This is an optimization exercise on Yosys and OpenROAD, whose aim is a short achievable clock period and few clock cycles, not a production implementation.
The RTL was checked by simulation tests, not by an equivalence proof against the original design.
Power is estimated from default activity; no workload was simulated.

==> inputs of job 9387 <==
## lsu_top
module lsu_top (
  input  logic             clk,
  input  logic             nrst,
  input  logic             req_valid,
  input  logic [2:0]       req_op,
  input  logic [31:0]      req_addr,
  input  logic [31:0]      req_wdata,
  input  logic             rsp_credit,
  output logic             req_credit,
  output logic             rsp_valid,
  output logic [31:0]      rsp_data
);
Settings: LEC_CHECK=0, ABC_CLOCK_PERIOD_IN_PS=2500, CAP_MARGIN=20, CORE_MARGIN=2, CORE_UTILIZATION=40, SETUP_SLACK_MARGIN=3.0, SLEW_MARGIN=20; clock period 5.5 ns.
run.sh (not shown) runs the stock make flow with config.mk's settings and CLKGATE_MAP_FILE= SYNTH_SCRIPT=/design/flow/synth_recipe.tcl, a recipe that flattens the netlist after the stock synthesis.
==> job 1110: changes against job 9387 <==
--- a/flow/design.v
+++ b/flow/design.v
@@ -24,129 +24,72 @@
   input  logic        nrst,
   input  logic        req_valid,
   input  logic [2:0]  req_op,
   input  logic [31:0] req_addr,
   input  logic [31:0] req_wdata,
   input  logic        rsp_sent,
-  output logic        in_ld,
-  output logic        in_st,
+  output logic        in_valid,
   output logic [2:0]  in_op,
   output logic [7:0]  in_addr,
-  output logic [7:0]  in_whi,
-  output logic [7:0]  in_wlo,
-  output logic [3:0]  in_be,
   output logic [31:0] in_wdata,
   output logic        req_credit
 );
-  localparam int QD = lsu_pkg::REQ_DEPTH;
-  localparam int LL = lsu_pkg::LD_LIMIT;
-  logic [QD-1:0] pq_ld;
-  logic [QD:0]   pq_fill;
-  logic [LL:0]   cul;
-  logic          room;
-  logic in_valid;
+  logic [lsu_pkg::REQ_DEPTH-1:0] pq_ld;
+  logic [2:0]                    pq_cnt;
+  logic [3:0]                    cul;
+  logic in_ld;
   logic head_v;
   logic head_ld;
   logic give;
   logic give_ld;
-  logic req_ld;
-  logic [3:0] be;
-  logic [31:0] wdata_al;
-  always_comb begin
-    case (req_op)
-      lsu_pkg::OP_SB: begin
-        wdata_al = {4{req_wdata[7:0]}};
-        be       = 4'b0001 << req_addr[1:0];
-      end
-      lsu_pkg::OP_SH: begin
-        wdata_al = {2{req_wdata[15:0]}};
-        be       = req_addr[1] ? 4'b1100 : 4'b0011;
-      end
-      default: begin
-        wdata_al = req_wdata;
-        be       = 4'b1111;
-      end
-    endcase
-  end
-  assign req_ld = (req_op <= 3'd4);
   always_ff @(posedge clk) begin
     in_op    <= req_op;
     in_addr  <= req_addr[7:0];
-    in_wdata <= wdata_al;
-    in_be    <= be;
-    for (int i = 0; i < 8; i++) begin
-      in_wlo[i] <= (req_addr[4:2] == i[2:0]);
-    end
+    in_wdata <= req_wdata;
   end
   always_ff @(posedge clk) begin
-    if (!nrst) begin
-      in_ld  <= 1'b0;
-      in_st  <= 1'b0;
-      in_whi <= '0;
-    end else begin
-      in_ld  <= req_valid && req_ld;
-      in_st  <= req_valid && !req_ld;
-      for (int i = 0; i < 8; i++) begin
-        in_whi[i] <= req_valid && !req_ld && (req_addr[7:5] == i[2:0]);
-      end
-    end
+    if (!nrst) in_valid <= 1'b0;
+    else       in_valid <= req_valid;
   end
-  assign in_valid = in_ld || in_st;
-  assign head_v   = !pq_fill[0] || in_valid;
-  assign head_ld  = pq_fill[0] ? in_ld : pq_ld[0];
-  assign give     = head_v && (!head_ld || room);
-  assign give_ld  = give && head_ld;
+  assign in_ld   = (in_op <= 3'd4);
+  assign head_v  = (pq_cnt != 3'd0) || in_valid;
+  assign head_ld = (pq_cnt != 3'd0) ? pq_ld[0] : in_ld;
+  assign give    = head_v && (!head_ld || (cul < lsu_pkg::LD_LIMIT));
+  assign give_ld = give && head_ld;
   always_ff @(posedge clk) begin
     if (!nrst) begin
       req_credit <= 1'b0;
-      pq_fill    <= {{QD{1'b0}}, 1'b1};
-      cul        <= {{LL{1'b0}}, 1'b1};
-      room       <= 1'b1;
+      pq_cnt     <= 3'd0;
+      cul        <= 4'd0;
     end else begin
       req_credit <= give;
-      case ({in_valid, give})
-        2'b10:   pq_fill <= {pq_fill[QD-1:0], 1'b0};
-        2'b01:   pq_fill <= {1'b0, pq_fill[QD:1]};
-        default: pq_fill <= pq_fill;
-      endcase
+      pq_cnt     <= pq_cnt + {2'b0, in_valid} - {2'b0, give};
       case ({give_ld, rsp_sent})
-        2'b10: begin
-          cul  <= {cul[LL-1:0], 1'b0};
-          room <= !cul[LL-1];
-        end
-        2'b01: begin
-          cul  <= {1'b0, cul[LL:1]};
-          room <= 1'b1;
-        end
-        default: begin
-          cul  <= cul;
-          room <= room;
-        end
+        2'b10:   cul <= cul + 1'b1;
+        2'b01:   cul <= cul - 1'b1;
+        default: cul <= cul;
       endcase
     end
   end
   always_ff @(posedge clk) begin
-    for (int i = 0; i < QD; i++) begin
-      if (in_valid && (give ? pq_fill[i+1] : pq_fill[i])) begin
+    for (int i = 0; i < lsu_pkg::REQ_DEPTH; i++) begin
+      if (in_valid && ({1'b0, pq_cnt} - {3'b0, give}) == i[3:0]) begin
         pq_ld[i] <= in_ld;
       end else if (give) begin
-        pq_ld[i] <= (i + 1 < QD) ? pq_ld[(i + 1) % QD] : 1'b0;
+        pq_ld[i] <= (i + 1 < lsu_pkg::REQ_DEPTH) ? pq_ld[(i + 1) % lsu_pkg::REQ_DEPTH] : 1'b0;
       end
     end
   end
 endmodule
 `timescale 1ns/1ps
 module lsu_mem_stage (
   input  logic        clk,
   input  logic        nrst,
-  input  logic        in_ld,
+  input  logic        in_valid,
   input  logic [2:0]  in_op,
   input  logic [7:0]  in_addr,
-  input  logic [7:0]  in_whi,
-  input  logic [7:0]  in_wlo,
-  input  logic [3:0]  in_be,
   input  logic [31:0] in_wdata,
   output logic        ld_valid,
   output logic [31:0] ld_data
 );
   logic [lsu_pkg::DMEM_WORDS-1:0][31:0] dmem;
   logic [lsu_pkg::DMEM_WORDS*4-1:0] s1_we;
@@ -161,28 +104,48 @@
   logic [1:0]  s2_lane;
   logic        s2_w, s2_h, s2_sx;
   logic [31:0] s3_word;
   logic        s3_ld;
   logic [1:0]  s3_lane;
   logic        s3_w, s3_h, s3_sx;
+  logic        is_store;
+  logic [3:0]  be;
+  logic [31:0] wdata_al;
+  assign is_store = (in_op >= 3'd5);
+  always_comb begin
+    case (in_op)
+      lsu_pkg::OP_SB: begin
+        wdata_al = {4{in_wdata[7:0]}};
+        be       = 4'b0001 << in_addr[1:0];
+      end
+      lsu_pkg::OP_SH: begin
+        wdata_al = {2{in_wdata[15:0]}};
+        be       = in_addr[1] ? 4'b1100 : 4'b0011;
+      end
+      default: begin
+        wdata_al = in_wdata;
+        be       = 4'b1111;
+      end
+    endcase
+  end
   always_ff @(posedge clk) begin
     for (int w = 0; w < lsu_pkg::DMEM_WORDS; w++) begin
       for (int b = 0; b < 4; b++) begin
-        s1_we[w*4+b] <= in_whi[w/8] && in_wlo[w%8] && in_be[b];
+        s1_we[w*4+b] <= in_valid && is_store && (in_addr[7:2] == w[5:0]) && be[b];
       end
     end
-    s1_wdata <= in_wdata;
+    s1_wdata <= wdata_al;
     s1_widx  <= in_addr[7:2];
     s1_lane  <= in_addr[1:0];
     s1_w     <= (in_op == lsu_pkg::OP_LW);
     s1_h     <= (in_op == lsu_pkg::OP_LH) || (in_op == lsu_pkg::OP_LHU);
     s1_sx    <= (in_op == lsu_pkg::OP_LB) || (in_op == lsu_pkg::OP_LH);
   end
   always_ff @(posedge clk) begin
     if (!nrst) s1_ld <= 1'b0;
-    else       s1_ld <= in_ld;
+    else       s1_ld <= in_valid && !is_store;
   end
   always_ff @(posedge clk) begin
     for (int w = 0; w < lsu_pkg::DMEM_WORDS; w++) begin
       for (int b = 0; b < 4; b++) begin
         if (s1_we[w*4+b]) dmem[w][b*8 +: 8] <= s1_wdata[b*8 +: 8];
       end
@@ -290,49 +253,38 @@
   input  logic [31:0]      req_wdata,
   input  logic             rsp_credit,
   output logic             req_credit,
   output logic             rsp_valid,
   output logic [31:0]      rsp_data
 );
-  logic        in_ld;
-  logic        in_st;
+  logic        in_valid;
   logic [2:0]  in_op;
   logic [7:0]  in_addr;
-  logic [7:0]  in_whi;
-  logic [7:0]  in_wlo;
-  logic [3:0]  in_be;
   logic [31:0] in_wdata;
   logic        ld_valid;
   logic [31:0] ld_data;
   lsu_request_queue u_request_queue (
     .clk        (clk),
     .nrst       (nrst),
     .req_valid  (req_valid),
     .req_op     (req_op),
     .req_addr   (req_addr),
     .req_wdata  (req_wdata),
     .rsp_sent   (rsp_valid),
-    .in_ld      (in_ld),
-    .in_st      (in_st),
+    .in_valid   (in_valid),
     .in_op      (in_op),
     .in_addr    (in_addr),
-    .in_whi     (in_whi),
-    .in_wlo     (in_wlo),
-    .in_be      (in_be),
     .in_wdata   (in_wdata),
     .req_credit (req_credit)
   );
   lsu_mem_stage u_mem_stage (
     .clk        (clk),
     .nrst       (nrst),
-    .in_ld      (in_ld),
+    .in_valid   (in_valid),
     .in_op      (in_op),
     .in_addr    (in_addr),
-    .in_whi     (in_whi),
-    .in_wlo     (in_wlo),
-    .in_be      (in_be),
     .in_wdata   (in_wdata),
     .ld_valid   (ld_valid),
     .ld_data    (ld_data)
   );
   lsu_load_return u_load_return (
     .clk        (clk),
- ABC_CLOCK_PERIOD_IN_PS: 2500 -> not set
- SETUP_SLACK_MARGIN: 3.0 -> not set
==> job 6118: changes against job 9387 <==
--- a/flow/design.v
+++ b/flow/design.v
@@ -143,128 +143,116 @@
   input  logic [7:0]  in_addr,
   input  logic [7:0]  in_whi,
   input  logic [7:0]  in_wlo,
   input  logic [3:0]  in_be,
   input  logic [31:0] in_wdata,
   output logic        ld_valid,
-  output logic [31:0] ld_data
+  output logic [31:0] ld_word,
+  output logic [1:0]  ld_lane,
+  output logic        ld_w,
+  output logic        ld_h,
+  output logic        ld_sx
 );
   logic [lsu_pkg::DMEM_WORDS-1:0][31:0] dmem;
-  logic [lsu_pkg::DMEM_WORDS*4-1:0] s1_we;
-  logic [31:0] s1_wdata;
+  logic [15:0][31:0] s1_grp;
   logic        s1_ld;
-  logic [5:0]  s1_widx;
+  logic [3:0]  s1_gsel;
   logic [1:0]  s1_lane;
   logic        s1_w, s1_h, s1_sx;
-  logic [3:0][31:0] s2_grp;
-  logic        s2_ld;
-  logic [1:0]  s2_wsel;
-  logic [1:0]  s2_lane;
-  logic        s2_w, s2_h, s2_sx;
-  logic [31:0] s3_word;
-  logic        s3_ld;
-  logic [1:0]  s3_lane;
-  logic        s3_w, s3_h, s3_sx;
   always_ff @(posedge clk) begin
     for (int w = 0; w < lsu_pkg::DMEM_WORDS; w++) begin
       for (int b = 0; b < 4; b++) begin
-        s1_we[w*4+b] <= in_whi[w/8] && in_wlo[w%8] && in_be[b];
+        if (in_whi[w/8] && in_wlo[w%8] && in_be[b]) begin
+          dmem[w][b*8 +: 8] <= in_wdata[b*8 +: 8];
+        end
       end
     end
-    s1_wdata <= in_wdata;
-    s1_widx  <= in_addr[7:2];
-    s1_lane  <= in_addr[1:0];
-    s1_w     <= (in_op == lsu_pkg::OP_LW);
-    s1_h     <= (in_op == lsu_pkg::OP_LH) || (in_op == lsu_pkg::OP_LHU);
-    s1_sx    <= (in_op == lsu_pkg::OP_LB) || (in_op == lsu_pkg::OP_LH);
   end
   always_ff @(posedge clk) begin
-    if (!nrst) s1_ld <= 1'b0;
-    else       s1_ld <= in_ld;
-  end
-  always_ff @(posedge clk) begin
-    for (int w = 0; w < lsu_pkg::DMEM_WORDS; w++) begin
-      for (int b = 0; b < 4; b++) begin
-        if (s1_we[w*4+b]) dmem[w][b*8 +: 8] <= s1_wdata[b*8 +: 8];
-      end
-    end
-  end
-  always_ff @(posedge clk) begin
-    for (int g = 0; g < 4; g++) begin
-      s2_grp[g] <= dmem[{g[1:0], s1_widx[3:0]}];
+    for (int g = 0; g < 16; g++) begin
+      s1_grp[g] <= dmem[{g[3:0], in_addr[3:2]}];
     end
-    s2_wsel <= s1_widx[5:4];
-    s2_lane <= s1_lane;
-    s2_w    <= s1_w;
-    s2_h    <= s1_h;
-    s2_sx   <= s1_sx;
+    s1_gsel <= in_addr[7:4];
+    s1_lane <= in_addr[1:0];
+    s1_w    <= (in_op == lsu_pkg::OP_LW);
+    s1_h    <= (in_op == lsu_pkg::OP_LH) || (in_op == lsu_pkg::OP_LHU);
+    s1_sx   <= (in_op == lsu_pkg::OP_LB) || (in_op == lsu_pkg::OP_LH);
   end
   always_ff @(posedge clk) begin
-    s3_word <= s2_grp[s2_wsel];
-    s3_lane <= s2_lane;
-    s3_w    <= s2_w;
-    s3_h    <= s2_h;
-    s3_sx   <= s2_sx;
+    ld_word <= s1_grp[s1_gsel];
+    ld_lane <= s1_lane;
+    ld_w    <= s1_w;
+    ld_h    <= s1_h;
+    ld_sx   <= s1_sx;
   end
   always_ff @(posedge clk) begin
     if (!nrst) begin
-      s2_ld    <= 1'b0;
-      s3_ld    <= 1'b0;
+      s1_ld    <= 1'b0;
       ld_valid <= 1'b0;
     end else begin
-      s2_ld    <= s1_ld;
-      s3_ld    <= s2_ld;
-      ld_valid <= s3_ld;
-    end
-  end
-  logic [7:0]  lane_byte;
-  logic [15:0] lane_half;
-  logic        sign;
-  assign lane_byte = s3_word[s3_lane*8 +: 8];
-  assign lane_half = s3_lane[1] ? s3_word[31:16] : s3_word[15:0];
-  assign sign      = s3_sx && (s3_h ? lane_half[15] : lane_byte[7]);
-  always_ff @(posedge clk) begin
-    if (s3_w) begin
-      ld_data <= s3_word;
-    end else if (s3_h) begin
-      ld_data <= {{16{sign}}, lane_half};
-    end else begin
-      ld_data <= {{24{sign}}, lane_byte};
+      s1_ld    <= in_ld;
+      ld_valid <= s1_ld;
     end
   end
 endmodule
 `timescale 1ns/1ps
 module lsu_load_return (
   input  logic        clk,
   input  logic        nrst,
   input  logic        ld_valid,
-  input  logic [31:0] ld_data,
+  input  logic [31:0] ld_word,
+  input  logic [1:0]  ld_lane,
+  input  logic        ld_w,
+  input  logic        ld_h,
+  input  logic        ld_sx,
   input  logic        rsp_credit,
   output logic        rsp_valid,
   output logic [31:0] rsp_data
 );
   localparam int D = lsu_pkg::RSP_DEPTH;
   logic [D-1:0][31:0] slot;
+  logic [D-1:0][31:0] slot_nx;
   logic [D:0]         fpos;
   logic [1:0]         rcred;
   logic [1:0]         rcred_nx;
   logic               push;
   logic               pop;
   logic               any_nx;
+  logic [7:0]  lane_byte;
+  logic [15:0] lane_half;
+  logic        sign;
+  logic [31:0] ld_ext;
+  assign lane_byte = ld_word[ld_lane*8 +: 8];
+  assign lane_half = ld_lane[1] ? ld_word[31:16] : ld_word[15:0];
+  assign sign      = ld_sx && (ld_h ? lane_half[15] : lane_byte[7]);
+  always_comb begin
+    if (ld_w) begin
+      ld_ext = ld_word;
+    end else if (ld_h) begin
+      ld_ext = {{16{sign}}, lane_half};
+    end else begin
+      ld_ext = {{24{sign}}, lane_byte};
+    end
+  end
   assign push = ld_valid;
   assign pop  = rsp_valid;
-  assign rsp_data = slot[0];
-  always_ff @(posedge clk) begin
+  always_comb begin
     for (int i = 0; i < D; i++) begin
       if (push && (pop ? fpos[i+1] : fpos[i])) begin
-        slot[i] <= ld_data;
+        slot_nx[i] = ld_ext;
       end else if (pop) begin
-        slot[i] <= (i + 1 < D) ? slot[(i + 1) % D] : slot[i];
+        slot_nx[i] = (i + 1 < D) ? slot[(i + 1) % D] : slot[i];
+      end else begin
+        slot_nx[i] = slot[i];
       end
     end
   end
+  always_ff @(posedge clk) begin
+    slot     <= slot_nx;
+    rsp_data <= slot_nx[0];
+  end
   assign rcred_nx = rcred - {1'b0, pop} + {1'b0, rsp_credit};
   assign any_nx   = push || !(fpos[0] || (fpos[1] && pop));
   always_ff @(posedge clk) begin
     if (!nrst) begin
       fpos      <= {{D{1'b0}}, 1'b1};
       rcred     <= lsu_pkg::RSP_CREDITS[1:0];
@@ -299,13 +287,17 @@
   logic [7:0]  in_addr;
   logic [7:0]  in_whi;
   logic [7:0]  in_wlo;
   logic [3:0]  in_be;
   logic [31:0] in_wdata;
   logic        ld_valid;
-  logic [31:0] ld_data;
+  logic [31:0] ld_word;
+  logic [1:0]  ld_lane;
+  logic        ld_w;
+  logic        ld_h;
+  logic        ld_sx;
   lsu_request_queue u_request_queue (
     .clk        (clk),
     .nrst       (nrst),
     .req_valid  (req_valid),
     .req_op     (req_op),
     .req_addr   (req_addr),
@@ -329,18 +321,26 @@
     .in_addr    (in_addr),
     .in_whi     (in_whi),
     .in_wlo     (in_wlo),
     .in_be      (in_be),
     .in_wdata   (in_wdata),
     .ld_valid   (ld_valid),
-    .ld_data    (ld_data)
+    .ld_word    (ld_word),
+    .ld_lane    (ld_lane),
+    .ld_w       (ld_w),
+    .ld_h       (ld_h),
+    .ld_sx      (ld_sx)
   );
   lsu_load_return u_load_return (
     .clk        (clk),
     .nrst       (nrst),
     .ld_valid   (ld_valid),
-    .ld_data    (ld_data),
+    .ld_word    (ld_word),
+    .ld_lane    (ld_lane),
+    .ld_w       (ld_w),
+    .ld_h       (ld_h),
+    .ld_sx      (ld_sx),
     .rsp_credit (rsp_credit),
     .rsp_valid  (rsp_valid),
     .rsp_data   (rsp_data)
   );
 endmodule
==> qor summary <==
DIE HEIGHT: job 9387 528 µm; job 6118 531 µm; job 1110 525 µm
Startpoint of the most critical register-to-register path: job 9387 u_mem_stage.s1_widx[2]$_DFF_P_; job 6118 u_mem_stage.s1_gsel[1]$_DFF_P_; job 1110 u_request_queue.in_op[1]$_DFF_P_
Result of the run: job 9387 no timing/DRC/antenna violations; job 6118 no timing/DRC/antenna violations; job 1110 no timing/DRC/antenna violations
Start point of the worst hold path: job 9387 u_request_queue.in_wdata[16]$_DFF_P_; job 6118 u_mem_stage.s1_lane[1]$_DFF_P_; job 1110 u_mem_stage.s2_w$_DFF_P_
Count of multi-input gates: job 9387 1,910; job 6118 2,069; job 1110 1,945
Buffers and inverters on the worst path: job 9387 1; job 6118 2; job 1110 1
Comb group: job 9387 1820 µW; job 6118 2270 µW; job 1110 1850 µW
Via count of the routed design: job 9387 50.8k; job 6118 52.0k; job 1110 49.9k
Switching power of the nets: job 9387 10,200 µW; job 6118 10,400 µW; job 1110 9890 µW
Filler cell count: job 9387 22.6k; job 6118 22.9k; job 1110 22.6k
Pin slew with the least headroom to its limit: job 9387 0.992 ns; job 6118 1.09 ns; job 1110 1.20 ns
Total global-route track usage: job 9387 17.8%; job 6118 17.2%; job 1110 17.6%
# Post-CTS Setup Buffers: job 9387 13; job 6118 12; job 1110 0
Adder-cell share of the synthesized area: job 9387 0.0570%; job 6118 0.0563%; job 1110 0.145%
Nets in the synthesized netlist: job 9387 5,413; job 6118 5,693; job 1110 5,397
Testbench counts of job 9387, summed over its fixed seeds: cycles 6,456.
Testbench counts of job 1110, summed over its fixed seeds: cycles 6,456.
Testbench counts of job 6118, summed over its fixed seeds: cycles 6,440.

## separate check: timing with driven ports
The results above use ideal ports. As a check the final layouts listed here were re-extracted and re-timed, cells and wires unchanged.
Step 1, drivers: a clkbuf_16 drives clk and a buf_2 each remaining input, both assumed.
Step 2 also shifts input and output timing later by t, the mid clock arrival at the registers, as if the neighbouring blocks saw the same clock.
Three values: ideal ports, drivers, drivers and shift; two values: the first two.
run | t (ns) | slack for setup (ns) | worst data-port slew with drivers (ns) | pins driven straight from the clock port
job 9387 | 0.949 | 2.995 / 2.893 / 2.159 | 0.19 | 1
job 1110 | 0.998 | 1.737 / 1.737 / 1.737 | 0.05 | 1
job 6118 | 0.989 | 2.959 / 2.872 / 2.045 | 0.23 | 1
After both steps setup and hold are still met in every run listed. The setup slack of job 6118, which loses most, moves by -0.087 ns with the drivers and by -0.914 ns with both steps.
